This design comes from an exercise in tuning for small area, a short achievable clock period and few clock cycles on the open sky130 flow, not from production work.
Where RTL was checked, it was by simulation tests only, not by an equivalence proof against the original.
For runs 1 to 3, only the layout was checked, not whether the RTL still works.
Power and IR drop assume default switching activity.

[flow/config.mk]
export PLATFORM = sky130hd
export DESIGN_NAME = phi_copy_sequencer
export DESIGN_NICKNAME = phi_copy_sequencer
export VERILOG_FILES = /design/flow/design.v
export SDC_FILE = /design/flow/constraint.sdc
export NUM_CORES = 4
export LEC_CHECK = 0
export CAP_MARGIN = 20
export CORE_MARGIN = 2
export CORE_UTILIZATION = 30
export SETUP_SLACK_MARGIN = 4.4
export SLEW_MARGIN = 20
export TNS_END_PERCENT = 5
[flow/constraint.sdc]
create_clock -name core_clock -period 7.0 [get_ports {clk}]
set_input_delay 1.4000 -clock core_clock [delete_from_list [all_inputs] [get_ports {clk}]]
set_output_delay 1.4000 -clock core_clock [all_outputs]
set_load 0.01 [all_outputs]
[flow/design.v]
package phi_copy_sequencer_pkg;
    localparam int unsigned DEF_ID_W = 16;
    localparam logic [DEF_ID_W-1:0] DEF_TEMP_ID = 16'hFFFF;
endpackage
module copy_ready_picker #(
    parameter int unsigned N = 8
) (
    input  logic [N-1:0]        req,
    input  logic [N-1:0][N-1:0] older,
    output logic [N-1:0]        gnt,
    output logic                any
);
    always_comb begin
        for (int s = 0; s < int'(N); s++)
            gnt[s] = req[s] && !(|(req & older[s]));
        any = |req;
    end
endmodule
module phi_copy_sequencer
#(
    parameter int unsigned     ID_W       = phi_copy_sequencer_pkg::DEF_ID_W,
    parameter int unsigned     MAX_COPIES = 8,
    parameter logic [ID_W-1:0] TEMP_ID    = ID_W'(phi_copy_sequencer_pkg::DEF_TEMP_ID)
) (
    input  logic            clk,
    input  logic            rst,
    input  logic            in_valid,
    output logic            in_ready,
    input  logic [ID_W-1:0] in_dest,
    input  logic [ID_W-1:0] in_src,
    input  logic            in_last,
    output logic            out_valid,
    input  logic            out_ready,
    output logic [ID_W-1:0] out_dest,
    output logic [ID_W-1:0] out_src,
    output logic            out_last,
    output logic            out_nop,
    output logic            err_overflow,
    output logic            err_dup
);
    localparam int unsigned S    = MAX_COPIES;           
    localparam int unsigned TW   = 2;                    
    localparam int unsigned NCTX = 1 << TW;
    localparam int unsigned CW   = $clog2(MAX_COPIES + 1);
    logic            r_v, r_last;
    logic [TW-1:0]   r_tag;
    logic [ID_W-1:0] r_dest, r_src;
    logic [S-1:0]    r_slot;
    logic [S-1:0]    alloc;       
    logic [S-1:0]    r_dd;        
    logic [S-1:0]    r_sd;        
    logic [S-1:0]    r_ds;        
    logic            r_dd_fw;     
    logic            r_sd_fw;     
    logic            r_ds_fw;     
    logic [S-1:0]    r_fw;        
    logic [S-1:0]    r_dw;        
    logic            r_self;      
    logic            in_blk;      
    logic [S-1:0]                 v;         
    logic [S-1:0]                 em;        
    logic [S-1:0]                 sv;        
    logic [S-1:0]                 tmp;       
    logic [S-1:0][TW-1:0]         tg;        
    logic [S-1:0][ID_W-1:0]       dest, src;
    logic [S-1:0][S-1:0]          rd;        
    logic [S-1:0][S-1:0]          yng;       
    logic [S-1:0]                 busy;      
    logic [TW-1:0]                in_tag;    
    logic [TW-1:0]                e_tag;     
    logic [TW-1:0]                e_nx;      
    logic [NCTX-1:0]              done;      
    logic [S-1:0]                 ccnt;      
    logic [NCTX-1:0]              f_ovf, f_dup;
    logic            p_v, p_save, p_last, p_nop, p_ovf, p_dup;
    logic [S-1:0]    p_sel;
    logic [S-1:0] p_hold, freev, free_nxt, alloc_nxt;
    logic         acc, rel;
    assign in_ready  = !in_blk;
    assign acc       = in_valid && in_ready;
    assign rel       = adv_o && p_v && !p_save && !p_nop;
    assign p_hold    = (p_v && !p_save && !p_nop) ? p_sel : '0;
    assign freev     = ~v & ~(r_v ? r_slot : '0) & ~p_hold;
    assign free_nxt  = (freev & ~(acc ? alloc : '0)) | (rel ? p_hold : '0) | ((r_v && !ins) ? r_slot : '0);
    assign alloc_nxt = free_nxt & (~free_nxt + S'(1));
    logic [S-1:0] same_c, eq_dd, eq_sd, eq_ds, dupm;
    logic         self_cp, dup_hit, full, ins, dupw, ovf_set;
    always_comb begin
        for (int s = 0; s < int'(S); s++) begin
            same_c[s] = v[s] && (tg[s] == r_tag);
            eq_dd[s]  = r_fw[s] ? r_dd_fw : r_dd[s];
            eq_sd[s]  = (r_fw[s] || r_dw[s]) ? r_sd_fw : r_sd[s];
            eq_ds[s]  = r_fw[s] ? r_ds_fw : r_ds[s];
        end
        dupm    = same_c & eq_dd;
        dup_hit = |dupm;
        self_cp = r_self;
        full    = ccnt[MAX_COPIES-1];
        ins     = r_v && !self_cp && !dup_hit && !full;
        dupw    = r_v && !self_cp && dup_hit;
        ovf_set = r_v && !self_cp && !dup_hit && full;
    end
    logic [S-1:0]        blocked, ready, sel_r, sel_v, em_nxt, tg_nx;
    logic [S-1:0][S-1:0] older;
    logic                any_r, any_v, act, is_nop, is_last, adv_o, adv_e;
    logic                fire, mv, sav, fin;
    always_comb begin
        for (int s = 0; s < int'(S); s++) begin
            blocked[s] = !sv[s] && |(rd[s] & em & ~(S'(1) << s));
            for (int r = 0; r < int'(S); r++)
                older[s][r] = (r < s) ? yng[r][s] : (r > s) ? !yng[s][r] : 1'b0;
        end
        ready = em & ~blocked;
    end
    copy_ready_picker #(.N(S)) u_pick_r (.req(ready), .older(older), .gnt(sel_r), .any(any_r));
    copy_ready_picker #(.N(S)) u_pick_v (.req(em),    .older(older), .gnt(sel_v), .any(any_v));
    assign act     = done[e_tag];
    logic em_two, em_pre;
    always_comb begin
        em_two = 1'b0;
        em_pre = em[0];
        for (int s = 1; s < int'(S); s++) begin
            em_two |= em[s] && em_pre;
            em_pre |= em[s];
        end
    end
    assign is_nop  = !(|em);
    assign is_last = !em_two;
    assign adv_o   = !out_valid || out_ready;
    assign adv_e   = !p_v || adv_o;
    assign fire    = act && adv_e;
    assign mv      = fire && !is_nop && any_r;
    assign sav     = fire && !is_nop && !any_r;
    assign fin     = fire && (is_nop || (any_r && is_last));
    always_comb begin
        for (int s = 0; s < int'(S); s++) begin
            tg_nx[s]  = (tg[s] == e_nx);
            em_nxt[s] = fin ? ((v[s] && tg_nx[s]) || (ins && r_slot[s] && r_tag == e_nx))
                            : ((em[s] && !(fire && sel_r[s])) || (ins && r_slot[s] && r_tag == e_tag));
        end
    end
    logic [TW-1:0]   in_tag_nxt;
    logic [NCTX-1:0] done_nxt;
    logic [S-1:0]    busy_nxt;
    logic            room;
    assign in_tag_nxt = (acc && in_last) ? in_tag + TW'(1) : in_tag;
    always_comb begin
        for (int k = 0; k < int'(NCTX); k++)
            done_nxt[k] = (done[k] || (r_v && r_last && r_tag == TW'(k))) && !(fin && e_tag == TW'(k));
        if (ins && !rel)      busy_nxt = {busy[S-2:0], 1'b1};
        else if (rel && !ins) busy_nxt = {1'b0, busy[S-1:1]};
        else                  busy_nxt = busy;
        case ({ins, acc, rel})
            3'b110:                room = !busy[S-3];
            3'b100, 3'b010, 3'b111: room = !busy[S-2];
            3'b000, 3'b101, 3'b011: room = !busy[S-1];
            default:               room = 1'b1;
        endcase
    end
    always_ff @(posedge clk) begin
        for (int s = 0; s < int'(S); s++) begin
            r_dd[s] <= (dest[s] == in_dest);
            r_sd[s] <= (src[s]  == in_dest);
            r_ds[s] <= (dest[s] == in_src);
        end
        r_dd_fw <= (r_dest == in_dest);
        r_sd_fw <= (r_src  == in_dest);
        r_ds_fw <= (r_dest == in_src);
        r_fw    <= r_slot;
        r_dw    <= dupw ? dupm : '0;
        r_self  <= (in_dest == in_src);
        r_dest <= in_dest;
        r_src  <= in_src;
        r_last <= in_last;
        r_tag  <= in_tag;
        r_slot <= alloc;
    end
    always_ff @(posedge clk or posedge rst) begin
        if (rst) alloc <= S'(1);
        else     alloc <= alloc_nxt;
    end
    always_ff @(posedge clk or posedge rst) begin
        if (rst) begin
            r_v      <= 1'b0;
            in_tag   <= '0;
            in_blk   <= 1'b0;
            busy     <= '0;
        end else begin
            r_v      <= acc;
            in_tag   <= in_tag_nxt;
            busy     <= busy_nxt;
            in_blk   <= done[in_tag_nxt] ||
                        !(room || (ccnt[MAX_COPIES-1] && !(r_v && r_last) && !(acc && in_last)));
        end
    end
    function automatic logic [S-1:0] rd_col(input int j);
        for (int i = 0; i < int'(S); i++) rd_col[i] = (i != j) && rd[i][j];
    endfunction
    always_ff @(posedge clk or posedge rst) begin
        if (rst) begin
            v  <= '0;
            em <= '0;
        end else begin
            v  <= (v & ~(fire ? sel_r : '0)) | (ins ? r_slot : '0);
            em <= em_nxt;
        end
    end
    always_ff @(posedge clk) begin
        for (int s = 0; s < int'(S); s++) begin
            if (r_slot[s]) begin
                tg[s]   <= r_tag;
                dest[s] <= r_dest;
                sv[s]   <= 1'b0;
                tmp[s]  <= 1'b0;
            end else if (sav) begin
                if (sel_v[s]) sv[s] <= 1'b1;
                if (|(sel_v & rd_col(s)) && v[s]) tmp[s] <= 1'b1;
            end
            if (r_slot[s] || (dupw && dupm[s])) src[s] <= r_src;
            for (int j = 0; j < int'(S); j++) begin
                if (j != s) begin
                    if (r_slot[j] || (dupw && dupm[j])) rd[s][j] <= eq_ds[s] && same_c[s];
                    else if (r_slot[s])                 rd[s][j] <= eq_sd[j] && same_c[j];
                    if (j > s) begin
                        if (r_slot[j])      yng[s][j] <= 1'b1;
                        else if (r_slot[s]) yng[s][j] <= 1'b0;
                    end
                end
            end
        end
    end
    always_ff @(posedge clk or posedge rst) begin
        if (rst) begin
            done  <= '0;
            ccnt  <= '0;
            f_ovf <= '0;
            f_dup <= '0;
            e_tag <= '0;
            e_nx  <= TW'(1);
        end else begin
            done <= done_nxt;
            for (int k = 0; k < int'(NCTX); k++) begin
                if (fin && e_tag == TW'(k)) begin
                    f_ovf[k] <= 1'b0;
                    f_dup[k] <= 1'b0;
                end else begin
                    if (ovf_set && r_tag == TW'(k)) f_ovf[k] <= 1'b1;
                    if (dupw    && r_tag == TW'(k)) f_dup[k] <= 1'b1;
                end
            end
            if (fin) begin
                e_tag <= e_nx;
                e_nx  <= e_nx + TW'(1);
            end
            if (r_v && r_last) ccnt <= '0;
            else if (ins)      ccnt <= {ccnt[S-2:0], 1'b1};
        end
    end
    always_ff @(posedge clk or posedge rst) begin
        if (rst) p_v <= 1'b0;
        else if (adv_e) p_v <= act;
    end
    always_ff @(posedge clk) begin
        if (adv_e) begin
            p_sel  <= is_nop ? '0 : (any_r ? sel_r : sel_v);
            p_save <= !is_nop && !any_r;
            p_last <= is_nop || (any_r && is_last);
            p_nop  <= is_nop;
            p_ovf  <= f_ovf[e_tag];
            p_dup  <= f_dup[e_tag];
        end
    end
    logic [ID_W-1:0] d_mux, s_mux;
    logic            t_mux;
    always_comb begin
        d_mux = '0;
        s_mux = '0;
        t_mux = 1'b0;
        for (int s = 0; s < int'(S); s++) begin
            d_mux |= p_sel[s] ? dest[s] : '0;
            s_mux |= p_sel[s] ? src[s]  : '0;
            t_mux |= p_sel[s] & tmp[s];
        end
    end
    always_ff @(posedge clk or posedge rst) begin
        if (rst) out_valid <= 1'b0;
        else if (adv_o) out_valid <= p_v;
    end
    always_ff @(posedge clk) begin
        if (adv_o) begin
            out_dest     <= p_save ? TEMP_ID : d_mux;
            out_src      <= p_save ? d_mux : (t_mux ? TEMP_ID : s_mux);
            out_last     <= p_last;
            out_nop      <= p_nop;
            err_overflow <= p_ovf;
            err_dup      <= p_dup;
        end
    end
endmodule
[flow/flow/run.sh]
#!/bin/bash
# The standard layout, with faster port buffers (buf_4 instead of the
# default delay-buffer pick) and gate sizing not tied to the cell footprint.
# make's full output goes to standard.log; ORFS keeps each step's log under orfs/logs.
set -o pipefail
bash standard.sh MATCH_CELL_FOOTPRINT=0 "BUFFER_PORTS_ARGS=-buffer_cell sky130_fd_sc_hd__buf_4" finish > standard.log 2>&1
[flow/standard.sh]
#!/bin/bash
# synth_recipe.tcl (not shown) runs the flow's synth.tcl, then flattens the netlist and writes it again
# the make line also repeats each setting of config.mk as NAME=value (left out here)
make -C /OpenROAD-flow-scripts/flow DESIGN_CONFIG=/design/flow/config.mk WORK_HOME=/design/flow/orfs CLKGATE_MAP_FILE= SYNTH_SCRIPT=/design/flow/synth_recipe.tcl "${@:-finish}"
==> notes.md, run 1 <==
status=timing/DRC/antenna clean; antenna violations before repair=6; DR vias=20600; delay-heaviest family, CP=simple AND/OR/NAND/NOR gates; Final Wtd Congestion=1.00; Synth cell types=78; critical path's largest stage delay=0.64 ns; clock slew at reported path FFs=0.06 ns; clock sinks=570; remaining global-route overflow=0; die width=306 µm; # IOs=75; Slew @ Worst Pin=1.02 ns; MaxCap Viol Count=0; routed vias/inst=5.75; largest net degree at the start of global routing=63; Core Rows=110; leakage power=10.7 nW; DP HPWL=68.6 mm; starting density of the core=30.3%; core area=90100 µm²; dominant cells by area after synthesis=edfxtp_1 (41%), xnor2_1 (15%), dfxtp_1 (9.6%); CTS H-tree depth=2; Skew-Pair Late Insertion Delay=0.66 ns; die area=93400 µm²; CP Max Fanout=25; CTS Hold Buffers Added=0; endpoints failing hold=0; Yosys warning count=10; post-route ant nets=0; period utilization=39.2%; Post-synth EDFFs=377; CP Cell Sequence=a222oi_1 > and4_4 > a21o_1 > or4_4 > nor4_4 > buf_6 > a41oi_1 > nor2_1; final setup fails=0; Die Y=306 µm; reg2reg path depth=8; final layout net count=2387; CTS max path bufs=3; DRT iter0 DRCs=2835; Worst IR Drop VDD=0.256 mV; area delta synth->final=16.0%; Fin Setup TNS=0 ns; post-layout minimum cycle time=2.74 ns; fin. max-slew vios=0; DR pass1 iterations=8; total CTS buffers=60; syn_nets=2328; CTS root buffer=clkbuf_16; share of layout cells above drive strength 1=13.8%; Worst Hold Class=flop to flop; Synth area leader=edfxtp_1; Critical-path top delay cell=dfrtp_4; Setup WS post-layout=4.26 ns; Mean Syn Cell Area=11.9 µm²; flops & latches, synth=570; Max Clock Skew=0.0598 ns; worst relative slew slack=31.9%; mapped cell area=27300 µm²; top_reg_cell synth=edfxtp_1; crit start category=flop; Highest Clock Rate=365 MHz; CP bufs+invs=1; WHS Path Cells=0; P per Cell Area=412 nW/µm²; Cells after Synth=2290; CTS tree=built; crit end category=flop; Stages on worst setup path=8; Arr. time, crit path=3.28 ns; vias in the first global route=19700; worst slack at placement=2.71 ns; share of synthesized flip-flops with an asynchronous set or reset=10.9%; Remaining DRCs=0; wire per inst=28.4 µm; most common cell after layout, fill and taps aside=xnor2_1; Synth top area share=41.5%; Tot GR Track Use=21.1%; type of the worst setup path=flop to flop; # port buffers=74; RSZ-0062 raised after global routing=true; Power, Total=13.0 mW; first-pass GRT wire length=145 mm; Seq/Total Area, Yosys=56.8%; Post-Route WL=102 mm; most frequent cells in the layout=xnor2_1 (481), edfxtp_1 (377), nand2_1 (146), buf_4 (133), nand4_1 (132); Critical Path RT=7.54 ns
[routing by layer]
metal	global-route usage, %	part of all wire (%)	vias to the layer above
met2	32.5	45	1237
li1	-	-	8713
met4	7.52	3.6	6
met1	29.5	42	10400
met5	0	0.038	-
met3	3.96	9.8	229
[synthesized netlist by cell type, drive strengths merged (17+ instances only)]
cell and instances:
a222oi 19, buf 36, a22o 40, a22oi 111
a21oi 29, dfxtp 131, nand2b 27, nor2 77
mux2 20, edfxtp 377, and4 24, a31oi 17
a221oi 38, nand2 149, inv 33, nand3 33
xnor2 481, nand4 132, nor4 33, o21ai 98
a21o 32, clkbuf 113, a32oi 17, dfrtp 60
[repair_timing]
action / CTS / global route
endpoints found under the setup margin: 241 / 232
gates cloned: 0 / 2
hold endpoints to repair: 0 / 0
gates resized for setup: 37 / 36
buffers inserted: 19 / 9
pin swaps: 9 / 5
[flip-flops by register name, indices dropped and copies added, names as in the netlist, 16 cells and up]
name,flops
out_src,16
older,28
dest,128
rd,56
tg,16
src,128
r_dest,16
r_src,16
out_dest,16
[cells by family after synthesis]
logic type	Yosys count	share of synthesized area, %
and+or+nand+nor	536	10.5
DFF	570	56.8
AOI/OAI and AO/OA	470	12.6
muxes	38	1.62
buffers and inverters	185	2.72
xor gates and xnor gates	489	15.7
adders and majority gates	2	0.0825
[final cells by class]
cell class,instances,area [µm²]
Fill cell,8825,58500
Sequential cell,570,15500
Multi-Input combinational cell,1535,11300
Clock buffer,85,1750
Tap cell,1176,1470
Timing Repair Buffer,146,1210
Clock inverter,29,299
Inverter,36,168
Antenna cell,1,2.50
[where the power goes]
| part | internal, mW | switching (mW) |
|---|---|---|
| clock | 1.90 | 1.41 |
| combinational | 1.61 | 2.85 |
| sequential | 4.50 | 0.772 |
| total | 8.01 | 5.03 |
[metrics by stage]
stage / hold slack (ns) / area (µm²) / instances / util, %
2_1_floorplan: 0.348 / 27400 / 2290 / -
3_3_place_gp: 0.358 / 29100 / 3433 / 32.3
3_5_place_dp: 0.354 / 29100 / 3433 / 32.3
4_1_cts: 0.368 / 31400 / 3566 / 34.9
5_1_grt: 0.375 / 31700 / 3577 / 35.1
6_report: 0.368 / 31700 / 3578 / 35.1
[final timing paths]
kind | from | to | slack (ns)
max | em[2] | tmp[0] | 4.26
max reg2reg | em[2] | tmp[0] | 4.26
min reg2reg | alloc[5] | r_slot[5] | 0.37
min | alloc[5] | r_slot[5] | 0.37
max in group asynchronous | rst | em[6] | 5.36
min in group asynchronous | rst | ccnt[6] | 1.02
==> inputs of run 2 (changes only) <==
--- a/flow/design.v
+++ b/flow/design.v
@@ -74,15 +74,22 @@
     logic [NCTX-1:0]              f_ovf, f_dup;
     logic            p_v, p_save, p_last, p_nop, p_ovf, p_dup;
     logic [S-1:0]    p_sel;
-    logic [S-1:0] p_hold, freev, free_nxt, alloc_nxt;
+    logic [S-1:0] p_hold, freev, free_rest, lo_all, lo_rest, alloc_nxt;
     logic         acc, rel;
     assign in_ready  = !in_blk;
     assign acc       = in_valid && in_ready;
     assign rel       = adv_o && p_v && !p_save && !p_nop;
     assign p_hold    = (p_v && !p_save && !p_nop) ? p_sel : '0;
     assign freev     = ~v & ~(r_v ? r_slot : '0) & ~p_hold;
-    assign free_nxt  = (freev & ~(acc ? alloc : '0)) | (rel ? p_hold : '0) | ((r_v && !ins) ? r_slot : '0);
-    assign alloc_nxt = free_nxt & (~free_nxt + S'(1));
+    assign free_rest = freev & ~alloc;
+    assign lo_all    = freev & (~freev + S'(1));
+    assign lo_rest   = free_rest & (~free_rest + S'(1));
+    always_comb begin
+        if (acc ? |free_rest : |freev) alloc_nxt = acc ? lo_rest : lo_all;
+        else if (rel)                  alloc_nxt = p_hold;
+        else if (r_v && !ins)          alloc_nxt = r_slot;
+        else                           alloc_nxt = '0;
+    end
     logic [S-1:0] same_c, eq_dd, eq_sd, eq_ds, dupm;
     logic         self_cp, dup_hit, full, ins, dupw, ovf_set;
     always_comb begin
==> notes.md, run 2 <==
status=timing/DRC/antenna clean; Mean Syn Cell Area=11.9 µm² (+0.14%); dominant cells by area after synthesis=edfxtp_1 (41%), xnor2_1 (15%), dfxtp_1 (9.4%); DP HPWL=69.1 mm (+0.78%); # IOs=75 (unchanged); CTS H-tree depth=2 (unchanged); die area=95200 µm² (+1.9%); clock sinks=570 (unchanged); leakage power=10.6 nW (-0.90%); most common cell after layout, fill and taps aside=xnor2_1; final layout net count=2414 (+1.1%); # port buffers=74 (unchanged); antenna violations before repair=5 (-1); CTS root buffer=clkbuf_16; total CTS buffers=61 (+1.7%); most common cell in the netlist=xnor2_1; CTS tree=built; Slew @ Worst Pin=1.02 ns (+0.00232 ns); type of the worst setup path=flop to flop; Die Y=309 µm (+0.95%); first-pass GRT wire length=149 mm (+3.2%); CP Max Fanout=20 (-20%); P per Cell Area=447 nW/µm² (+8.5%); Post-Route WL=104 mm (+2.3%); syn_nets=2369 (+1.8%); Worst R2R Setup Slack=4.18 ns (-0.07 ns); die width=309 µm (+0.95%); share of layout cells above drive strength 1=13.2% (-0.65 points); Final Wtd Congestion=0.944 (-5.8%); crit end category=flop; Synth top area share=40.7% (-0.78 points); vias in the first global route=20600 (+4.8%); Fin Setup TNS=0 ns (unchanged); Max Clock Skew=0.0699 ns (+0.0101 ns); Worst IR Drop VDD=0.309 mV (+20%); top_reg_cell synth=edfxtp_1; clock slew at reported path FFs=0.06 ns (about the same); Synth cell types=85 (+9.0%); share of synthesized flip-flops with an asynchronous set or reset=10.9% (unchanged); Critical Path RT=7.54 ns (about the same); DR pass1 iterations=6 (-2); Seq/Total Area, Yosys=55.7% (-1.1 points); Fin Hold WS=0.400 ns (+0.0323 ns); period utilization=40.2% (+1.1 points); MaxCap Viol Count=0 (unchanged); Synth area leader=edfxtp_1; Arr. time, crit path=3.36 ns (+0.08 ns); remaining global-route overflow=0 (unchanged); post-layout minimum cycle time=2.82 ns (+0.0750 ns); Post-synth EDFFs=377 (unchanged); RSZ-0062 raised after global routing=true; CTS max path bufs=3 (unchanged); Core Rows=111 (+0.91%); wire per inst=28.3 µm (-0.37%); core area=91800 µm² (+1.8%); routed vias/inst=5.73 (-0.37%); Cells after Synth=2331 (+1.8%); fin. max-slew vios=0 (unchanged); post-route ant nets=0 (unchanged); most frequent cells after synthesis=xnor2_1 (470), edfxtp_1 (377), nand4_1 (134); Skew-Pair Late Insertion Delay=0.67 ns (about the same); starting density of the core=30.3% (about the same); top flop regs=dest (128), src (128), rd (56); Layout Utilization=35.1% (-0.059 points); most frequent cells in the layout=xnor2_1 (470), edfxtp_1 (377), nand4_1 (134), buf_4 (127), dfxtp_1 (125); largest net degree at the start of global routing=63 (unchanged); Worst Hold Class=flop to flop; final setup fails=0 (unchanged); area delta synth->final=15.7%; Yosys warning count=10 (unchanged); endpoints failing hold=0 (unchanged); flops & latches, synth=570 (unchanged); DRT iter0 DRCs=2773 (-2.2%); DR vias=21100 (+2.3%); Remaining DRCs=0 (unchanged); Final Cell Area=32200 µm² (+1.7%); Tot GR Track Use=21.5% (+0.39 points); Highest Clock Rate=355 MHz (-2.7%); worst relative slew slack=31.2% (-0.71 points); placed cell area=29600 µm² (+1.7%); mapped cell area=27800 µm² (+1.9%); crit start category=flop
[run 2: changes by cell type after synthesis, sizes merged, moves of 10 or more]
cell | previous run | this run
inv | 33 | 46
buf | 36 | 50
nor2 | 77 | 67
xor2 | 8 | 18
nand2 | 149 | 126
xnor2 | 481 | 470
o2bb2ai | 1 | 14
[run 2: final cells by class]
| type | count | area [µm²] |
|---|---|---|
| fill | 9032 | 59600 |
| clock inverter | 28 | 358 |
| tap | 1243 | 1560 |
| timing repair buffer | 134 | 1080 |
| sequential | 570 | 15500 |
| antenna | 2 | 5.00 |
| clock buffer | 88 | 1790 |
| timing repair inverter | 1 | 7.51 |
| inverter | 47 | 195 |
| multi-input combinational | 1561 | 11700 |
[run 2: stage by stage]
step / setup slack (ns) / cells / total power, mW
floorplan: 3.72 / 2331 / 8.47
global placement: 2.82 / 3529 / 10.6
detailed placement: 2.72 / 3529 / 10.6
CTS: 4.21 / 3670 / 14.3
global route: 4.15 / 3672 / 14.9
finish: 4.18 / 3674 / 14.4
[run 2: path summary, 6_finish.rpt]
path | from | cells after the start | endpoint
setup / recovery | em[6] | 6 | tmp[7]
min in group asynchronous | rst | 3 | f_ovf[1]
hold / removal | alloc[7] | 0 | r_slot[7]
setup reg to reg | em[6] | 6 | tmp[7]
max in group asynchronous | rst | 3 | em[6]
hold reg to reg | alloc[7] | 0 | r_slot[7]
[run 2: timing repair]
item,4_1_cts,5_1_grt
resized for setup,49,19
endpoints found under the setup margin,331,206
buffers inserted,23,2
hold buffers,0,0
pin swaps,15,1
cloned,2,0
[run 2: logic make-up after synthesis]
kind of cell               count (synthesis)  share of synthesized area (%)
adders and majority gates                  2                         0.0809
AOI/OAI and AO/OA                        527                           14.3
buffers and inverters                    201                           2.94
and+or+nand+nor                          499                           9.84
xor gates and xnor gates                 488                           15.4
DFF                                      570                           55.7
muxes                                     44                           1.83
[run 2: critical path, stage by stage, from the launching register on]
cell and delay, ns:
dfrtp_4 0.61, inv_1 0.38, o2bb2ai_1 0.18, nor4_4 0.79, a222oi_1 0.26, a311o_1 0.38
o2bb2ai_1 0.12
[run 2: layer usage]
layer | global-route usage (%) | vias to the layer above | routed length (µm)
met2 | 32.7 | 1295 | 45700
met1 | 29.7 | 10600 | 43500
li1 | - | 8931 | -
met4 | 8.26 | 6 | 4160
met5 | 0 | - | 28
met3 | 4.88 | 232 | 10600
[run 2: power breakdown]
part | total, mW | leakage (nW) | internal, mW | switching [mW]
Combinational | 5.12 | 4.17 | 1.85 | 3.27
Clock | 3.42 | 1.04 | 2.00 | 1.42
Sequential | 5.85 | 5.39 | 4.80 | 1.06
Total | 14.4 | 10.6 | 8.65 | 5.75
==> inputs of run 3 (changes only) <==
--- a/flow/design.v
+++ b/flow/design.v
@@ -48,18 +48,14 @@
     logic [S-1:0]    r_slot;
     logic [S-1:0]    alloc;       
     logic [S-1:0]    r_dd;        
-    logic [S-1:0]    r_sd;        
-    logic [S-1:0]    r_ds;        
     logic            r_dd_fw;     
-    logic            r_sd_fw;     
-    logic            r_ds_fw;     
+    logic            r_dpart;     
+    logic            r_fwok;      
     logic [S-1:0]    r_fw;        
-    logic [S-1:0]    r_dw;        
     logic            r_self;      
     logic            in_blk;      
     logic [S-1:0]                 v;         
     logic [S-1:0]                 em;        
-    logic [S-1:0]                 sv;        
     logic [S-1:0]                 tmp;       
     logic [S-1:0][TW-1:0]         tg;        
     logic [S-1:0][ID_W-1:0]       dest, src;
@@ -96,11 +92,11 @@
         for (int s = 0; s < int'(S); s++) begin
             same_c[s] = v[s] && (tg[s] == r_tag);
             eq_dd[s]  = r_fw[s] ? r_dd_fw : r_dd[s];
-            eq_sd[s]  = (r_fw[s] || r_dw[s]) ? r_sd_fw : r_sd[s];
-            eq_ds[s]  = r_fw[s] ? r_ds_fw : r_ds[s];
+            eq_sd[s]  = (src[s]  == r_dest);
+            eq_ds[s]  = (dest[s] == r_src);
         end
         dupm    = same_c & eq_dd;
-        dup_hit = |dupm;
+        dup_hit = r_dpart || (r_fwok && r_dd_fw);    
         self_cp = r_self;
         full    = ccnt[MAX_COPIES-1];
         ins     = r_v && !self_cp && !dup_hit && !full;
@@ -113,7 +109,7 @@
     logic                fire, mv, sav, fin;
     always_comb begin
         for (int s = 0; s < int'(S); s++) begin
-            blocked[s] = !sv[s] && |(rd[s] & em & ~(S'(1) << s));
+            blocked[s] = !(p_v && p_save && p_sel[s]) && |(rd[s] & em & ~(S'(1) << s));
             for (int r = 0; r < int'(S); r++)
                 older[s][r] = (r < s) ? yng[r][s] : (r > s) ? !yng[s][r] : 1'b0;
         end
@@ -164,17 +160,19 @@
             default:               room = 1'b1;
         endcase
     end
-    always_ff @(posedge clk) begin
+    logic [S-1:0] dd_now, dd_in;
+    always_comb begin
         for (int s = 0; s < int'(S); s++) begin
-            r_dd[s] <= (dest[s] == in_dest);
-            r_sd[s] <= (src[s]  == in_dest);
-            r_ds[s] <= (dest[s] == in_src);
+            dd_now[s] = (dest[s] == in_dest);
+            dd_in[s]  = dd_now[s] && v[s] && (tg[s] == in_tag);
         end
+    end
+    always_ff @(posedge clk) begin
+        r_dd    <= dd_now;
         r_dd_fw <= (r_dest == in_dest);
-        r_sd_fw <= (r_src  == in_dest);
-        r_ds_fw <= (r_dest == in_src);
+        r_dpart <= |dd_in;
+        r_fwok  <= ins && (r_tag == in_tag);
         r_fw    <= r_slot;
-        r_dw    <= dupw ? dupm : '0;
         r_self  <= (in_dest == in_src);
         r_dest <= in_dest;
         r_src  <= in_src;
@@ -217,10 +215,8 @@
             if (r_slot[s]) begin
                 tg[s]   <= r_tag;
                 dest[s] <= r_dest;
-                sv[s]   <= 1'b0;
                 tmp[s]  <= 1'b0;
             end else if (sav) begin
-                if (sel_v[s]) sv[s] <= 1'b1;
                 if (|(sel_v & rd_col(s)) && v[s]) tmp[s] <= 1'b1;
             end
             if (r_slot[s] || (dupw && dupm[s])) src[s] <= r_src;
==> notes.md, run 3 <==
top flop regs=dest (128), src (128), rd (56); routed vias/inst=5.79 (+1.0%); most frequent cells in the layout=xnor2_1 (437), edfxtp_1 (377), nand2_1 (134), buf_4 (124), nand4_1 (122); core area=86900 µm² (-5.4%); CP Cell Sequence=buf_4 > xnor2_1 > nand4_1 > nor4_1 > nand4_1 > nand4_1 > or2_2; Critical Path RT=7.60 ns (+0.06 ns); crit end category=flop; most frequent cells after synthesis=xnor2_1 (437), edfxtp_1 (377), nand2_1 (136); critical path's largest stage delay=0.86 ns (+0.07 ns); reg2reg path depth=6 (unchanged); flops & latches, synth=538 (-5.6%); hold_sp=alloc[2]; Synth cell types=82 (-3.5%); wire per inst=29.6 µm (+4.6%); most frequent CP cell=nand4_1; die width=300 µm (-2.7%); Arr. time, crit path=3.45 ns (+0.09 ns); P per Cell Area=412 nW/µm² (-7.8%); endpoints failing hold=0 (unchanged); Cells after Synth=2179 (-6.5%); Post-synth EDFFs=377 (unchanged); share of synthesized flip-flops with an asynchronous set or reset=11.5% (+0.65 points); Fin Hold WS=0.394 ns (-0.00599 ns); vias in the first global route=19700 (-4.6%); antenna violations before repair=4 (-1); Die Y=300 µm (-2.7%); CP bufs+invs=1 (unchanged); dominant cells by area after synthesis=edfxtp_1 (43%), xnor2_1 (15%), dfxtp_1 (7.5%); Critical-path top delay cell=nor4_1; starting density of the core=30.3% (-0.031 points); Worst Hold Class=flop to flop; r2r startpoint=em[2]; Synth Area in Compound Gates=14.7% (+0.45 points); period utilization=40.7% (+0.45 points); DR pass1 iterations=6 (unchanged); Slew @ Worst Pin=1.12 ns (+0.0974 ns); Synth area leader=edfxtp_1; Seq/Total Area, Yosys=56.5% (+0.77 points); syn_nets=2217 (-6.4%); hold endpoint=r_slot[2]; leakage power=10.1 nW (-4.7%); Post-Route WL=102 mm (-2.1%); first-pass GRT wire length=145 mm (-3.0%); Yosys warning count=10 (unchanged); remaining global-route overflow=0 (unchanged); post-layout minimum cycle time=2.85 ns (+0.0317 ns); CTS root buffer=clkbuf_16; fin. max-slew vios=0 (unchanged); MaxCap Viol Count=0 (unchanged); clock slew at reported path FFs=0.06 ns (about the same); CTS H-tree depth=2 (unchanged); type of the worst setup path=input pin to flop; mux cell area share after synthesis=0.970% (-0.86 points); CP Max Fanout=11 (-45%); final layout net count=2268 (-6.0%); XOR/XNOR Fraction of Synth Area=15.8% (+0.45 points); Core Rows=108 (-2.7%); Mean Syn Cell Area=12.1 µm² (+1.1%); worst relative slew slack=24.7% (-6.6 points); delay-heaviest family, CP=simple AND/OR/NAND/NOR gates; largest net degree at the start of global routing=63 (unchanged); status=timing/DRC/antenna clean; adder-cell share of the synthesized area=0.0856% (+0.0047 points); Synth top area share=43.0% (+2.3 points); most common cell after layout, fill and taps aside=xnor2_1; Tot GR Track Use=22.1% (+0.59 points); # port buffers=74 (unchanged); largest family of logic cells by synthesized area=XOR/XNOR gates; most common cell in the netlist=xnor2_1; area delta synth->final=16.4%; Skew-Pair Late Insertion Delay=0.66 ns (about the same); share of layout cells above drive strength 1=15.1% (+1.9 points); Fin Setup TNS=0 ns (unchanged); Highest Clock Rate=351 MHz (-1.1%); post-route ant nets=0 (unchanged); WHS Path Cells=0 (unchanged); clock sinks=538 (-5.6%); # fillers=8457 (-6.4%); CTS tree=built; # IOs=75 (unchanged); Worst R2R Setup Slack=4.24 ns (+0.06 ns); DRT iter0 DRCs=2877 (+3.8%); DP HPWL=69.5 mm (+0.45%); Worst IR Drop VDD=0.287 mV (-6.9%); RSZ-0062 raised after global routing=true; total CTS buffers=60 (-1.6%); Max Clock Skew=0.0477 ns (-0.0222 ns); die area=90100 µm² (-5.4%); post-synthesis simple-gate area fraction=8.95% (-0.89 points); Final Wtd Congestion=0.959 (+1.6%); DR vias=19900 (-5.4%); final setup fails=0 (unchanged); mapped cell area=26300 µm² (-5.4%); CTS max path bufs=3 (unchanged); top_reg_cell synth=edfxtp_1; crit start category=input pin; Critical R2R Capture=tmp[1]; Remaining DRCs=0 (unchanged)
==> run 3: cell types whose count changed in the layout (fill, tap and decap cells not counted), moves of 12 or more <==
cell,previous run,this run
o21ai_0,103,85
mux2_2,22,8
dfxtp_2,5,23
xnor2_1,470,437
mux2i_1,18,6
xor2_1,17,38
o2bb2ai_1,14,2
a21o_1,29,42
nor2_1,64,22
dfxtp_1,125,76
nand4_1,134,122
==> run 3: timing repair <==
item / CTS / global route
hold buffers: 0 / 0
pin swaps: 0 / 2
resized for setup: 61 / 47
hold endpoints to repair: 0 / 0
gates cloned: 0 / 2
setup endpoints to repair: 328 / 257
setup buffers: 2 / 10
==> run 3: worst max path at each step <==
stage / start / to / slack [ns] / cells after the start
after global routing: out_ready / em[3] / 4.17 / 7
after CTS: p_sel[2] / alloc[4] / 4.24 / 7
final: in_dest[0] / r_dpart / 4.15 / 7
after detailed placement: out_ready / em[3] / 3.03 / 7
after global placement: out_ready / em[7] / 3.12 / 7
after floorplan: out_ready / em[7] / 3.75 / 7
==> run 3: routing by layer <==
metal	vias up	GRT usage [%]	routed length, µm
met1	9950	30.2	41400
met3	264	4.39	10400
li1	8322	-	-
met2	1367	33.7	44800
met5	-	0	26
met4	4	9.88	5120
==> run 3: metrics by stage <==
stage / cell area [µm²] / power, mW / util (%) / instances / setup WS (ns)
2_1_floorplan: 26300 / 7.35 / - / 2179 / 3.75
3_3_place_gp: 28100 / 9.07 / 32.3 / 3309 / 3.12
3_5_place_dp: 28100 / 9.10 / 32.3 / 3309 / 3.03
4_1_cts: 30300 / 12.4 / 34.9 / 3425 / 4.24
5_1_grt: 30600 / 13.1 / 35.3 / 3437 / 4.17
6_report: 30600 / 12.6 / 35.3 / 3438 / 4.15
==> run 3: final cells by class <==
cell class                      count  area, µm²  area share, %
Tap cell                         1155       1450           4.72
Sequential cell                   538      14900           48.7
Multi-Input combinational cell   1441      11000           35.8
Antenna cell                        1       2.50        0.00817
Timing Repair Buffer              132       1050           3.44
Clock inverter                     37        368           1.20
Inverter                           57        244          0.796
Clock buffer                       77       1640           5.35
==> run 3: cell families after synthesis <==
group | Yosys count
compound gates | 511
xor+xnor | 475
fa+ha+maj | 2
buf+inv | 202
flops | 538
mux | 19
simple gates | 432
==> run 3: power breakdown <==
group          total [mW]  leakage, nW  internal [mW]  switching, mW
combinational        4.42         4.08           1.63           2.79
sequential           5.00         5.03           4.19          0.814
clock                3.20        0.983           1.82           1.39
total                12.6         10.1           7.64           4.99
==> inputs of run 4 (changes only) <==
--- a/flow/design.v
+++ b/flow/design.v
@@ -49,13 +49,12 @@
     logic [S-1:0]    alloc;       
     logic [S-1:0]    r_dd;        
     logic            r_dd_fw;     
-    logic            r_dpart;     
-    logic            r_fwok;      
     logic [S-1:0]    r_fw;        
     logic            r_self;      
     logic            in_blk;      
     logic [S-1:0]                 v;         
     logic [S-1:0]                 em;        
+    logic [S-1:0]                 sv;        
     logic [S-1:0]                 tmp;       
     logic [S-1:0][TW-1:0]         tg;        
     logic [S-1:0][ID_W-1:0]       dest, src;
@@ -70,22 +69,15 @@
     logic [NCTX-1:0]              f_ovf, f_dup;
     logic            p_v, p_save, p_last, p_nop, p_ovf, p_dup;
     logic [S-1:0]    p_sel;
-    logic [S-1:0] p_hold, freev, free_rest, lo_all, lo_rest, alloc_nxt;
+    logic [S-1:0] p_hold, freev, free_nxt, alloc_nxt;
     logic         acc, rel;
     assign in_ready  = !in_blk;
     assign acc       = in_valid && in_ready;
     assign rel       = adv_o && p_v && !p_save && !p_nop;
     assign p_hold    = (p_v && !p_save && !p_nop) ? p_sel : '0;
     assign freev     = ~v & ~(r_v ? r_slot : '0) & ~p_hold;
-    assign free_rest = freev & ~alloc;
-    assign lo_all    = freev & (~freev + S'(1));
-    assign lo_rest   = free_rest & (~free_rest + S'(1));
-    always_comb begin
-        if (acc ? |free_rest : |freev) alloc_nxt = acc ? lo_rest : lo_all;
-        else if (rel)                  alloc_nxt = p_hold;
-        else if (r_v && !ins)          alloc_nxt = r_slot;
-        else                           alloc_nxt = '0;
-    end
+    assign free_nxt  = (freev & ~(acc ? alloc : '0)) | (rel ? p_hold : '0) | ((r_v && !ins) ? r_slot : '0);
+    assign alloc_nxt = free_nxt & (~free_nxt + S'(1));
     logic [S-1:0] same_c, eq_dd, eq_sd, eq_ds, dupm;
     logic         self_cp, dup_hit, full, ins, dupw, ovf_set;
     always_comb begin
@@ -96,7 +88,7 @@
             eq_ds[s]  = (dest[s] == r_src);
         end
         dupm    = same_c & eq_dd;
-        dup_hit = r_dpart || (r_fwok && r_dd_fw);    
+        dup_hit = |dupm;
         self_cp = r_self;
         full    = ccnt[MAX_COPIES-1];
         ins     = r_v && !self_cp && !dup_hit && !full;
@@ -109,7 +101,7 @@
     logic                fire, mv, sav, fin;
     always_comb begin
         for (int s = 0; s < int'(S); s++) begin
-            blocked[s] = !(p_v && p_save && p_sel[s]) && |(rd[s] & em & ~(S'(1) << s));
+            blocked[s] = !sv[s] && |(rd[s] & em & ~(S'(1) << s));
             for (int r = 0; r < int'(S); r++)
                 older[s][r] = (r < s) ? yng[r][s] : (r > s) ? !yng[s][r] : 1'b0;
         end
@@ -160,18 +152,9 @@
             default:               room = 1'b1;
         endcase
     end
-    logic [S-1:0] dd_now, dd_in;
-    always_comb begin
-        for (int s = 0; s < int'(S); s++) begin
-            dd_now[s] = (dest[s] == in_dest);
-            dd_in[s]  = dd_now[s] && v[s] && (tg[s] == in_tag);
-        end
-    end
-    always_ff @(posedge clk) begin
-        r_dd    <= dd_now;
+    always_ff @(posedge clk) begin
+        for (int s = 0; s < int'(S); s++) r_dd[s] <= (dest[s] == in_dest);
         r_dd_fw <= (r_dest == in_dest);
-        r_dpart <= |dd_in;
-        r_fwok  <= ins && (r_tag == in_tag);
         r_fw    <= r_slot;
         r_self  <= (in_dest == in_src);
         r_dest <= in_dest;
@@ -215,8 +198,10 @@
             if (r_slot[s]) begin
                 tg[s]   <= r_tag;
                 dest[s] <= r_dest;
+                sv[s]   <= 1'b0;
                 tmp[s]  <= 1'b0;
             end else if (sav) begin
+                if (sel_v[s]) sv[s] <= 1'b1;
                 if (|(sel_v & rd_col(s)) && v[s]) tmp[s] <= 1'b1;
             end
             if (r_slot[s] || (dupw && dupm[s])) src[s] <= r_src;
--- a/flow/config.mk
+++ b/flow/config.mk
@@ -10,4 +10,4 @@
 export CORE_UTILIZATION = 30
 export SETUP_SLACK_MARGIN = 4.4
 export SLEW_MARGIN = 20
-export TNS_END_PERCENT = 5
+export TNS_END_PERCENT = 25
==> notes.md, run 4 <==
final setup fails=0 (unchanged); placed cell area=28000 µm² (-0.16%); Mean Syn Cell Area=11.9 µm² (-1.3%); total CTS buffers=60 (unchanged); fin. max-slew vios=0 (unchanged); Slew @ Worst Pin=0.971 ns (-0.148 ns); Fin Setup TNS=0 ns (unchanged); most frequent cells in the layout=xnor2_1 (455), edfxtp_1 (377), buf_4 (162), nand2_1 (137), nand4_1 (122); endpoints failing hold=0 (unchanged); # port buffers=74 (unchanged); final layout net count=2336 (+3.0%); clock sinks=544 (+1.1%); crit end category=flop; Worst Hold Class=flop to flop; Critical R2R Capture=rd[55]; mapped cell area=26200 µm² (-0.29%); clock slew at reported path FFs=0.06 ns (about the same); CTS H-tree depth=2 (unchanged); Remaining DRCs=0 (unchanged); die area=89900 µm² (-0.29%); area of the multi-input gates=10800 µm² (-1.8%); period utilization=38.0% (-2.7 points); leakage power=10.4 nW (+3.0%); Critical Path RT=7.47 ns (-0.13 ns); syn_nets=2239 (+0.99%); # IOs=75 (unchanged); share of layout cells above drive strength 1=16.4% (+1.2 points); CTS tree=built; DRT iter0 DRCs=3127 (+8.7%); Die Y=300 µm (-0.14%); most common cell after layout, fill and taps aside=xnor2_1; remaining global-route overflow=0 (unchanged); Final Wtd Congestion=0.965 (+0.59%); CP Max Fanout=17 (+6); Synth top area share=43.1% (+0.13 points); routed vias/inst=5.85 (+1.0%); r2r startpoint=r_dest[0]; antenna violations before repair=2 (-2); Final Cell Area=30900 µm² (+0.83%); Worst R2R Setup Slack=4.34 ns (+0.10 ns); Yosys warning count=10 (unchanged); number of diodes=0 (-1); Core Rows=108 (unchanged); vias in the first global route=19800 (+0.73%); Synth cell types=77 (-6.1%); die width=300 µm (-0.14%); reg2reg path depth=5 (-1); worst relative slew slack=35.2% (+11 points); area delta synth->final=17.7%; DP HPWL=70.5 mm (+1.5%); Cells after Synth=2201 (+1.0%); core area=86800 µm² (-0.16%); Reg area=15000 µm² (+0.76%); status=timing/DRC/antenna clean; largest net degree at the start of global routing=63 (unchanged); # fillers=8464 (+0.083%); P per Cell Area=441 nW/µm² (+7.2%); DR pass1 iterations=10 (+4); CTS max path bufs=3 (unchanged); top flop regs=dest (128), src (128), rd (56); most common cell in the netlist=xnor2_1; DR vias=20500 (+2.9%); flops & latches, synth=544 (+1.1%); Post-Route WL=104 mm (+2.3%); Post-synth EDFFs=377 (unchanged); Tot GR Track Use=22.5% (+0.42 points); post-layout minimum cycle time=2.66 ns (-0.189 ns); crit start category=flop; CTS Hold Buffers Added=0 (unchanged); CTS root buffer=clkbuf_16; Seq/Total Area, Yosys=57.1% (+0.62 points); Skew-Pair Late Insertion Delay=0.65 ns (about the same); type of the worst setup path=flop to flop; post-route ant nets=0 (unchanged); dominant cells by area after synthesis=edfxtp_1 (43%), xnor2_1 (15%), dfxtp_1 (8.0%); MaxCap Viol Count=0 (unchanged); hold_sp=alloc[3]; most frequent cells after synthesis=xnor2_1 (455), edfxtp_1 (377), nand2_1 (142); wire per inst=29.7 µm (+0.38%); first-pass GRT wire length=147 mm (+1.1%); Highest Clock Rate=376 MHz (+7.1%); Synth area leader=edfxtp_1; Arr. time, crit path=3.13 ns (-0.32 ns); starting density of the core=30.2% (-0.041 points); WHS Path Cells=0 (unchanged); Worst IR Drop VDD=0.238 mV (-17%); RSZ-0062 raised after global routing=true; hold endpoint=r_slot[3]; Max Clock Skew=0.0421 ns (-0.00555 ns); top_reg_cell synth=edfxtp_1; share of synthesized flip-flops with an asynchronous set or reset=11.4% (-0.13 points)
==> run 4: cells by family (layout without fill, tap and decap cells) <==
| group | after synthesis | in the layout | share of synthesized area (%) |
|---|---|---|---|
| compound gates | 488 | 488 | 13.6 |
| xor+xnor | 456 | 456 | 15.2 |
| fa+ha+maj | 1 | 1 | 0.0477 |
| buf+inv | 189 | 335 | 2.91 |
| flops | 544 | 544 | 57.1 |
| mux | 24 | 24 | 1.10 |
| simple gates | 499 | 500 | 10.1 |
==> run 4: cell type report <==
class,instances,share of cell area (%)
Sequential cell,544,48.6
Multi-Input combinational cell,1469,34.9
Clock buffer,71,5.03
Timing Repair Buffer,180,4.76
Tap cell,1155,4.68
Clock inverter,41,1.36
Inverter,41,0.587
Timing Repair inverter,2,0.0405
==> run 4: worst max-delay path: stages, from the launching register on <==
cell     delay (ns)
dfxtp_2        0.73
xnor2_1        0.23
nand4_1        0.16
nor4_1         0.59
nand3_1        0.49
o21ai_0        0.25
==> run 4: worst max path at each step <==
stage          slack, ns        to  cells after the start      start
4_1_cts             4.21    rd[24]                      5        r_v
6_report            4.34    rd[55]                      5  r_dest[0]
2_1_floorplan       3.65  alloc[7]                      8  out_ready
3_5_place_dp        1.97  alloc[7]                      8  out_ready
3_3_place_gp        2.16  alloc[7]                      8  out_ready
5_1_grt             4.30     em[0]                      9      em[6]
==> run 4: per-layer routing <==
| metal | up-vias | GRT usage [%] | part of all wire (%) |
|---|---|---|---|
| met2 | 1503 | 35.3 | 45 |
| met3 | 253 | 4.29 | 10 |
| li1 | 8470 | - | - |
| met1 | 10300 | 30.1 | 39 |
| met4 | 0 | 10.2 | 5.0 |
| met5 | - | 0 | 0 |
==> run 4: power breakdown <==
part	switching, mW	internal [mW]	leakage (nW)	total (mW)
Combinational	3.24	1.85	4.28	5.09
Clock	1.37	1.84	0.955	3.22
Sequential	0.867	4.46	5.16	5.33
Total	5.48	8.16	10.4	13.6
==> run 4: stage by stage <==
stage          instances  hold slack (ns)  power (mW)  setup WS, ns  util (%)
5_1_grt             3503            0.380        14.1          4.30      35.6
2_1_floorplan       2201            0.348        7.83          3.65         -
3_5_place_dp        3332            0.355        9.89          1.97      32.3
6_report            3503            0.367        13.6          4.34      35.6
3_3_place_gp        3332            0.354        9.83          2.16      32.3
4_1_cts             3475            0.369        13.3          4.21      35.1
==> run 4: what timing repair did <==
| item | in CTS | in global routing |
|---|---|---|
| setup buffers | 27 | 27 |
| hold endpoints to repair | 0 | 0 |
| pin swaps | 11 | 16 |
| endpoints found under the setup margin | 234 | 230 |
| gates cloned | 4 | 1 |
| gates resized for setup | 54 | 51 |
Testbench counts of run 4, summed over its fixed seeds: cycles 39,532.
==> inputs of run 5 (changes only) <==
--- a/flow/config.mk
+++ b/flow/config.mk
@@ -8,6 +8,8 @@
 export CAP_MARGIN = 20
 export CORE_MARGIN = 2
 export CORE_UTILIZATION = 30
+export CTS_CLUSTER_DIAMETER = 100
+export CTS_CLUSTER_SIZE = 24
 export SETUP_SLACK_MARGIN = 4.4
 export SLEW_MARGIN = 20
-export TNS_END_PERCENT = 25
+export TNS_END_PERCENT = 5
==> notes.md, run 5 <==
flops & latches, synth=544 (unchanged); remaining global-route overflow=0 (unchanged); most common cell in the netlist=xnor2_1; final setup fails=0 (unchanged); CTS root buffer=clkbuf_16; worst relative slew slack=32.5% (-2.7 points); most frequent cells after synthesis=xnor2_1 (455), edfxtp_1 (377), nand2_1 (142); P_int=6.96 mW (-15%); Synth cell types=77 (unchanged); dominant cells by area after synthesis=edfxtp_1 (43%), xnor2_1 (15%), dfxtp_1 (8.0%); Slew @ Worst Pin=1.01 ns (+0.0407 ns); DR pass1 iterations=8 (-2); DRT iter0 DRCs=2889 (-7.6%); starting density of the core=30.2% (unchanged); Seq/Total Area, Yosys=57.1% (unchanged); vias in the first global route=19800 (-0.10%); Remaining DRCs=0 (unchanged); Post-synth EDFFs=377 (unchanged); P per Cell Area=411 nW/µm² (-6.9%); first-pass GRT wire length=148 mm (+1.0%); Die Y=300 µm (unchanged); crit end category=flop; number of diodes=0 (unchanged); Fin Setup TNS=0 ns (unchanged); Post-Layout Cell Count=3421 (-2.3%); Yosys warning count=10 (unchanged); mapped cell area=26200 µm² (unchanged); die width=300 µm (unchanged); Seq pwr share=43.9% (+4.8 points); routed vias/inst=5.83 (-0.38%); most common cell after layout, fill and taps aside=xnor2_1; DR vias=19900 (-2.7%); Final Cell Area=29500 µm² (-4.6%); Cells after Synth=2201 (unchanged); fin. max-slew vios=0 (unchanged); crit start category=flop; status=timing/DRC/antenna clean; type of the worst setup path=flop to flop; clock slew at reported path FFs=0.10 ns (+0.04 ns); post-layout minimum cycle time=2.76 ns (+0.104 ns); Synth area leader=edfxtp_1; final layout net count=2282 (-2.3%); largest net degree at the start of global routing=63 (unchanged); placed cell area=28100 µm² (about the same); RSZ-0062 raised after global routing=true; Max Clock Skew=0.0521 ns (+0.0100 ns); DP HPWL=70.2 mm (-0.43%); Tot GR Track Use=22.7% (+0.23 points); post-route ant nets=0 (unchanged); Psw=5.16 mW (-5.8%); Power, Total=12.1 mW (-11%); placed insts=3333 (+0.030%); Core Rows=108 (unchanged); switching share of power=42.6% (+2.4 points); area delta synth->final=12.3%; leakage power=9.71 nW (-6.6%); Arr. time, crit path=3.23 ns (+0.10 ns); CTS H-tree depth=1 (-1); Mean Syn Cell Area=11.9 µm² (unchanged); CP Max Fanout=26 (+9); Critical Path RT=7.46 ns (about the same); total CTS buffers=28 (-53%); share of layout cells above drive strength 1=12.6% (-3.7 points); Highest Clock Rate=362 MHz (-3.7%); Final Wtd Congestion=0.947 (-1.9%); Skew-Pair Late Insertion Delay=0.65 ns (about the same); die area=89900 µm² (unchanged); # fillers=8624 (+1.9%); share of synthesized flip-flops with an asynchronous set or reset=11.4% (unchanged); combinational power share=40.3% (+3.0 points); top_reg_cell synth=edfxtp_1; core area=86800 µm² (unchanged); antenna violations before repair=1 (-1); wire per inst=30.6 µm (+2.8%); MaxCap Viol Count=0 (unchanged); Worst IR Drop VDD=0.214 mV (-10%); clock group share of total power=15.8% (-7.8 points); most frequent cells in the layout=xnor2_1 (455), edfxtp_1 (377), buf_4 (150), nand2_1 (138), nand4_1 (122); endpoints failing hold=0 (unchanged); syn_nets=2239 (unchanged); Worst Hold Class=flop to flop; # IOs=75 (unchanged); CTS tree=built; top flop regs=dest (128), src (128), rd (56); Synth top area share=43.1% (unchanged); Post-Route WL=105 mm (+0.43%); # port buffers=74 (unchanged); period utilization=39.5% (+1.5 points); clock sinks=544 (unchanged); CTS max path bufs=3 (unchanged)
[run 5: cell counts after synthesis]
No cell type changed its count.
[run 5: worst paths after layout]
check	end	start	slack, ns	cells past startpoint
worst max register to register	v[1]	em[4]	4.24	8
min in group asynchronous	f_ovf[2]	rst	1.01	3
worst max-delay path	v[1]	em[4]	4.24	8
max in group asynchronous	em[5]	rst	5.35	3
worst min-delay path	r_slot[3]	alloc[3]	0.38	0
worst min register to register	r_slot[3]	alloc[3]	0.38	0
[run 5: area by class of cell]
| type | instances | area, µm² | area share, % |
|---|---|---|---|
| Timing Repair Buffer | 157 | 1240 | 4.21 |
| Inverter | 41 | 180 | 0.611 |
| Tap cell | 1155 | 1450 | 4.90 |
| Timing Repair inverter | 3 | 15.0 | 0.0509 |
| Clock buffer | 45 | 785 | 2.66 |
| Clock inverter | 7 | 76.3 | 0.259 |
| Sequential cell | 544 | 15000 | 50.9 |
| Multi-Input combinational cell | 1469 | 10700 | 36.4 |
[run 5: metrics by stage]
| step | hold WS, ns | util (%) | setup WS (ns) |
|---|---|---|---|
| floorplan | 0.348 | - | 3.65 |
| global placement | 0.353 | 32.4 | 2.16 |
| detailed placement | 0.359 | 32.4 | 2.06 |
| CTS | 0.382 | 33.6 | 4.04 |
| global route | 0.387 | 34.0 | 4.18 |
| finish | 0.385 | 34.0 | 4.24 |
[run 5: cells by family (layout without fill, tap and decap cells)]
group | after synthesis | in the layout | share of synthesized area, %
mux | 24 | 24 | 1.10
xor+xnor | 456 | 456 | 15.2
simple gates | 499 | 500 | 10.1
buf+inv | 189 | 253 | 2.91
fa+ha+maj | 1 | 1 | 0.0477
flops | 544 | 544 | 57.1
compound gates | 488 | 488 | 13.6
[run 5: timing repair]
| action | in CTS | in global routing |
|---|---|---|
| endpoints found under the setup margin | 258 | 275 |
| pin swaps | 3 | 6 |
| gates cloned | 4 | 0 |
| hold buffers | 0 | 0 |
| setup buffers | 12 | 20 |
| resized for setup | 26 | 36 |
[run 5: per-layer routing]
layer / share of wire, % / GRT usage (%) / vias up
met3: 8.9 / 3.70 / 286
met1: 39 / 29.7 / 10100
met5: 0.0086 / 0 / -
met2: 46 / 36.6 / 1229
li1: - / - / 8334
met4: 5.9 / 11.2 / 2
[run 5: worst max-delay path, cell delays in order, from the launching register on]
cell and delay (ns):
dfrtp_1 0.39, buf_6 0.19, a222oi_1 0.64, a31oi_2 0.24, nor2_2 0.19, o221ai_1 0.14, or4_4 0.55, o21ai_0 0.16
o21ai_0 0.10
[run 5: power by group through the flow]
stage	Sequential [mW]	Combinational, mW	Clock (mW)
2_1_floorplan	5.04	2.79	0
3_3_place_gp	5.33	4.50	0
3_5_place_dp	5.34	4.53	0
4_1_cts	5.27	4.64	1.93
5_1_grt	5.38	5.14	2.04
6_report	5.32	4.89	1.92
==> inputs of run 6 (changes only) <==
--- a/flow/config.mk
+++ b/flow/config.mk
@@ -8,8 +8,6 @@
 export CAP_MARGIN = 20
 export CORE_MARGIN = 2
 export CORE_UTILIZATION = 30
-export CTS_CLUSTER_DIAMETER = 100
-export CTS_CLUSTER_SIZE = 24
-export SETUP_SLACK_MARGIN = 4.4
+export SETUP_SLACK_MARGIN = 5.0
 export SLEW_MARGIN = 20
 export TNS_END_PERCENT = 5
==> notes.md, run 6 <==
Fin Hold WS=0.332 ns (-0.0533 ns); clock sinks=544 (unchanged); Synth cell types=77 (unchanged); Worst IR Drop VDD=0.253 mV (+18%); Layout Utilization=36.7% (+2.7 points); Tot GR Track Use=22.4% (-0.36 points); Fin Setup TNS=0 ns (unchanged); # port buffers=74 (unchanged); CTS H-tree depth=2 (+1); Post-Route WL=104 mm (-0.62%); post-layout minimum cycle time=2.60 ns (-0.160 ns); Critical-path top delay cell=or4_4; placed cell area=28100 µm² (about the same); Worst R2R Setup Slack=4.40 ns (+0.16 ns); Synth area leader=edfxtp_1; most frequent cells after synthesis=xnor2_1 (455), edfxtp_1 (377), nand2_1 (142); CP bufs+invs=3 (+2); total CTS buffers=58 (+110%); Cells after Synth=2201 (unchanged); most common cell in the netlist=xnor2_1; Highest Clock Rate=384 MHz (+6.2%); most frequent cells in the layout=xnor2_1 (441), edfxtp_1 (377), buf_4 (161), nand2_1 (133), nand4_1 (122); Die Y=300 µm (unchanged); P per Cell Area=434 nW/µm² (+5.5%); Core Rows=108 (unchanged); Worst Hold Class=flop to flop; Critical R2R Capture=tmp[7]; CTS root buffer=clkbuf_16; Slew @ Worst Pin=1.00 ns (-0.00830 ns); Remaining DRCs=0 (unchanged); Stages on worst setup path=10 (+2); # IOs=75 (unchanged); core area=86800 µm² (unchanged); Setup WS post-layout=4.40 ns (+0.160 ns); Post-synth EDFFs=377 (unchanged); Synth top area share=43.1% (unchanged); type of the worst setup path=flop to flop; r2r startpoint=em[4]; delay-heaviest family, CP=simple AND/OR/NAND/NOR gates; DP HPWL=69.0 mm (-1.7%); Post-Layout Cell Count=3532 (+3.2%); top flop regs=dest (128), src (128), rd (56); status=timing/DRC/antenna clean; Power, Total=13.8 mW (+14%); DRT iter0 DRCs=3322 (+15%); CTS tree=built; top_reg_cell synth=edfxtp_1; # fillers=8387 (-2.7%); DR vias=20600 (+3.3%); most common cell after layout, fill and taps aside=xnor2_1; area of the multi-input gates=11300 µm² (+5.1%); worst relative slew slack=33.0% (+0.55 points); Yosys warning count=10 (unchanged); DR pass1 iterations=9 (+1); reg2reg path depth=10 (+2); critical path's largest stage delay=0.56 ns (-0.08 ns); Seq/Total Area, Yosys=57.1% (unchanged); crit start category=flop; wire per inst=29.4 µm (-3.7%); remaining global-route overflow=0 (unchanged); RSZ-0062 raised after global routing=true; Final Cell Area=31800 µm² (+8.0%); die area=89900 µm² (unchanged); clock slew at reported path FFs=0.07 ns (-0.03 ns); final layout net count=2368 (+3.8%); die width=300 µm (unchanged); area delta synth->final=21.3%; vias in the first global route=20100 (+1.5%); dominant cells by area after synthesis=edfxtp_1 (43%), xnor2_1 (15%), dfxtp_1 (8.0%); worst setup path start=em[4]; Critical Path RT=7.52 ns (+0.06 ns); largest net degree at the start of global routing=63 (unchanged); hold_sp=alloc[5]; worst slack at placement=2.07 ns (+0.00775 ns); mapped cell area=26200 µm² (unchanged); Max Clock Skew=0.0535 ns (+0.00136 ns); share of synthesized flip-flops with an asynchronous set or reset=11.4% (unchanged); syn_nets=2239 (unchanged); first-pass GRT wire length=146 mm (-1.4%); CTS max path bufs=3 (unchanged); Skew-Pair Late Insertion Delay=0.66 ns (about the same); endpoints failing hold=0 (unchanged); routed vias/inst=5.83 (about the same); flops & latches, synth=544 (unchanged); CP Cell Sequence=buf_12 > or4_4 > buf_4 > nor3_1 > nor3_1 > nand4_1 > nor2_4 > buf_12 > a31oi_1 > nor2_1; Arr. time, crit path=3.13 ns (-0.10 ns); Reg area=15100 µm² (+0.38%); post-route ant nets=0 (unchanged); fin. max-slew vios=0 (unchanged); MaxCap Viol Count=0 (unchanged); share of layout cells above drive strength 1=19.9% (+7.3 points); Final Wtd Congestion=0.962 (+1.6%); WHS Path Cells=0 (unchanged); crit end category=flop; CP Max Fanout=16 (-38%); starting density of the core=30.2% (unchanged); antenna violations before repair=3 (+2); leakage power=10.9 nW (+12%); final setup fails=0 (unchanged); period utilization=37.2% (-2.3 points); Mean Syn Cell Area=11.9 µm² (unchanged); hold endpoint=r_slot[5]; placed insts=3336 (+0.090%)
[run 6: cell counts after synthesis]
No cell type changed its count.
[run 6: cells by family after synthesis]
kind of cell	Yosys count	synth area share (%)
DFF	544	57.1
and+or+nand+nor	499	10.1
AOI/OAI and AO/OA	488	13.6
xor gates and xnor gates	456	15.2
buffers and inverters	189	2.91
muxes	24	1.10
adders and majority gates	1	0.0477
[run 6: worst max path at each step]
stage | end | slack [ns]
final | tmp[7] | 4.40
after global routing | in_ready | 4.36
after CTS | out_nop | 4.36
after global placement | alloc[7] | 2.23
after detailed placement | alloc[7] | 2.07
after floorplan | alloc[7] | 3.65
[run 6: layout make-up]
| class | count | share of cell area (%) |
|---|---|---|
| Sequential cell | 544 | 47.4 |
| Multi-Input combinational cell | 1470 | 35.4 |
| Timing Repair Buffer | 212 | 6.13 |
| Clock buffer | 72 | 4.99 |
| Tap cell | 1155 | 4.54 |
| Clock inverter | 34 | 0.983 |
| Inverter | 41 | 0.543 |
| Timing Repair inverter | 3 | 0.0472 |
| Antenna cell | 1 | 0.00786 |
[run 6: power by group]
| part | total (mW) | switching [mW] | internal [mW] |
|---|---|---|---|
| combinational | 5.37 | 3.36 | 2.01 |
| sequential | 5.34 | 0.882 | 4.46 |
| clock | 3.09 | 1.36 | 1.73 |
[run 6: routing by layer]
metal,global-route usage (%),vias to the layer above,wire length (µm)
met5,0,-,0
met2,35.1,1497,46700
met3,5.10,300,11500
li1,-,8529,-
met1,29.2,10300,39900
met4,10.7,0,5670
[run 6: worst reg2reg max path, cell delays in order (launching register included)]
cell     delay [ns]
dfrtp_2        0.43
buf_12         0.14
or4_4          0.56
buf_4          0.17
nor3_1         0.38
nor3_1         0.09
nand4_1        0.23
nor2_4         0.07
buf_12         0.15
a31oi_1        0.18
nor2_1         0.05
[run 6: repair_timing]
action | 4_1_cts | 5_1_grt
buffers inserted | 56 | 26
resized for setup | 128 | 137
hold buffers | 0 | 0
pin swaps | 25 | 25
setup endpoints to repair | 436 | 384
cloned | 6 | 1
==> inputs of run 7 (changes only) <==
--- a/flow/config.mk
+++ b/flow/config.mk
@@ -8,6 +8,6 @@
 export CAP_MARGIN = 20
 export CORE_MARGIN = 2
 export CORE_UTILIZATION = 30
-export SETUP_SLACK_MARGIN = 5.0
+export SETUP_SLACK_MARGIN = 4.4
 export SLEW_MARGIN = 20
 export TNS_END_PERCENT = 5
==> notes.md, run 7 <==
status=timing/DRC/antenna clean; reg2reg path depth=5 (-5); Highest Clock Rate=365 MHz (-4.9%); Die Y=300 µm (unchanged); Final Wtd Congestion=0.947 (-1.6%); Psw=5.45 mW (-2.8%); Synth cell types=77 (unchanged); clock sinks=544 (unchanged); Stages on worst setup path=5 (-5); placed cell area=28100 µm² (about the same); final layout net count=2318 (-2.1%); adder-cell share of the synthesized area=0.0477% (unchanged); Slew @ Worst Pin=1.03 ns (+0.0275 ns); switching share of power=40.4% (-0.14 points); Max Clock Skew=0.0468 ns (-0.00665 ns); CP Cell Sequence=xnor2_1 > nand4_1 > nor4_2 > nand2_1 > o21ai_0; final setup fails=0 (unchanged); Cells after Synth=2201 (unchanged); remaining global-route overflow=0 (unchanged); DR vias=20300 (-1.4%); WHS Path Cells=0 (unchanged); vias in the first global route=20200 (+0.55%); # port buffers=74 (unchanged); share of layout cells above drive strength 1=15.4% (-4.5 points); largest net degree at the start of global routing=63 (unchanged); dominant cells by area after synthesis=edfxtp_1 (43%), xnor2_1 (15%), dfxtp_1 (8.0%); worst slack at placement=2.06 ns (-0.00775 ns); post-route ant nets=0 (unchanged); wire per inst=30.3 µm (+3.0%); Fin Hold WS=0.367 ns (+0.0349 ns); area delta synth->final=16.9%; largest family of logic cells by synthesized area=XOR/XNOR gates; worst setup path start=r_src[3]; combinational power share=36.7% (-2.2 points); Arr. time, crit path=3.21 ns (+0.08 ns); Synth Area in Compound Gates=13.6% (unchanged); Seq/Total Area, Yosys=57.1% (unchanged); DP HPWL=70.2 mm (+1.7%); worst relative slew slack=31.2% (-1.8 points); clock slew at reported path FFs=0.06 ns (about the same); Synth area leader=edfxtp_1; Post-synth EDFFs=377 (unchanged); # IOs=75 (unchanged); Final Cell Area=30700 µm² (-3.6%); Fin Setup TNS=0 ns (unchanged); Setup WS post-layout=4.26 ns (-0.134 ns); die area=89900 µm² (unchanged); CTS tree=built; CTS H-tree depth=2 (unchanged); hold_sp=alloc[3]; area of the multi-input gates=10800 µm² (-4.4%); mux cell area share after synthesis=1.10% (unchanged); post-layout minimum cycle time=2.74 ns (+0.134 ns); Skew-Pair Late Insertion Delay=0.66 ns (about the same); Reg area=15000 µm² (-0.37%); XOR/XNOR Fraction of Synth Area=15.2% (unchanged); Seq pwr share=39.6% (+0.9 points); mapped cell area=26200 µm² (unchanged); most frequent cells after synthesis=xnor2_1 (455), edfxtp_1 (377), nand2_1 (142); crit start category=flop; flops & latches, synth=544 (unchanged); r2r startpoint=r_src[3]; Synth top area share=43.1% (unchanged); core area=86800 µm² (unchanged); # fillers=8501 (+1.4%); P per Cell Area=439 nW/µm² (+1.2%); number of diodes=0 (-1); critical path's largest stage delay=0.79 ns (+0.23 ns); starting density of the core=30.2% (unchanged); share of synthesized flip-flops with an asynchronous set or reset=11.4% (unchanged); P_int=8.02 mW (-2.2%)
[run 7: timing repair]
| action | in CTS | in global routing |
|---|---|---|
| gates resized for setup | 35 | 44 |
| setup buffers | 17 | 20 |
| cloned | 4 | 0 |
| hold endpoints to repair | 0 | 0 |
| endpoints found under the setup margin | 265 | 183 |
| pin swaps | 4 | 11 |
[run 7: metal layers]
layer  vias up  part of all wire (%)  GRT usage, %
li1       8429                     -             -
met1     10200                    40          29.7
met2      1335                    45          36.7
met3       320                   8.7          3.86
met4         0                   6.2          12.2
met5         -                     0             0
[run 7: path summary, 6_finish.rpt]
check,to,slack [ns]
worst max register to register,rd[59],4.26
min in group asynchronous,f_ovf[2],0.98
worst max-delay path,rd[59],4.26
worst min-delay path,r_slot[3],0.37
worst min register to register,r_slot[3],0.37
max in group asynchronous,em[5],5.38
[run 7: logic make-up (layout without fill, tap and decap cells)]
kind of cell             Yosys count  in the layout
multiplexers                      24             24
flip-flops                       544            544
XOR/XNOR                         456            456
buffers and inverters            189            316
AND/OR/NAND/NOR                  499            500
AO/OA/AOI/OAI                    488            488
adder cells (fa/ha/maj)            1              1
[run 7: cell type report]
class | count | share of cell area [%]
clock inverters | 29 | 0.999
repair buffers | 162 | 4.21
repair inverters | 3 | 0.0489
inverters | 41 | 0.575
clock buffers | 81 | 5.42
multi-input cells | 1469 | 35.1
flip-flops and latches | 544 | 48.9
well taps | 1155 | 4.71
[run 7: worst register-to-register path: stages, from the launching register on]
cell     delay [ns]
dfxtp_2        0.74
xnor2_1        0.21
nand4_1        0.19
nor4_2         0.79
nand2_1        0.38
o21ai_0        0.24
[run 7: power groups by stage]
stage | combinational (mW) | clock [mW] | sequential, mW
4_1_cts | 4.65 | 3.23 | 5.28
5_1_grt | 5.19 | 3.33 | 5.39
3_5_place_dp | 4.53 | 0 | 5.34
2_1_floorplan | 2.79 | 0 | 5.04
6_report | 4.94 | 3.20 | 5.33
3_3_place_gp | 4.50 | 0 | 5.33

Check on run 7: ideal ports give 4.262 ns setup slack; a clkbuf_16 on the clock port and buf_2 on the inputs give 4.262 ns; moving port delays by the midpoint clock arrival (0.704 ns) as well gives 3.732 ns.
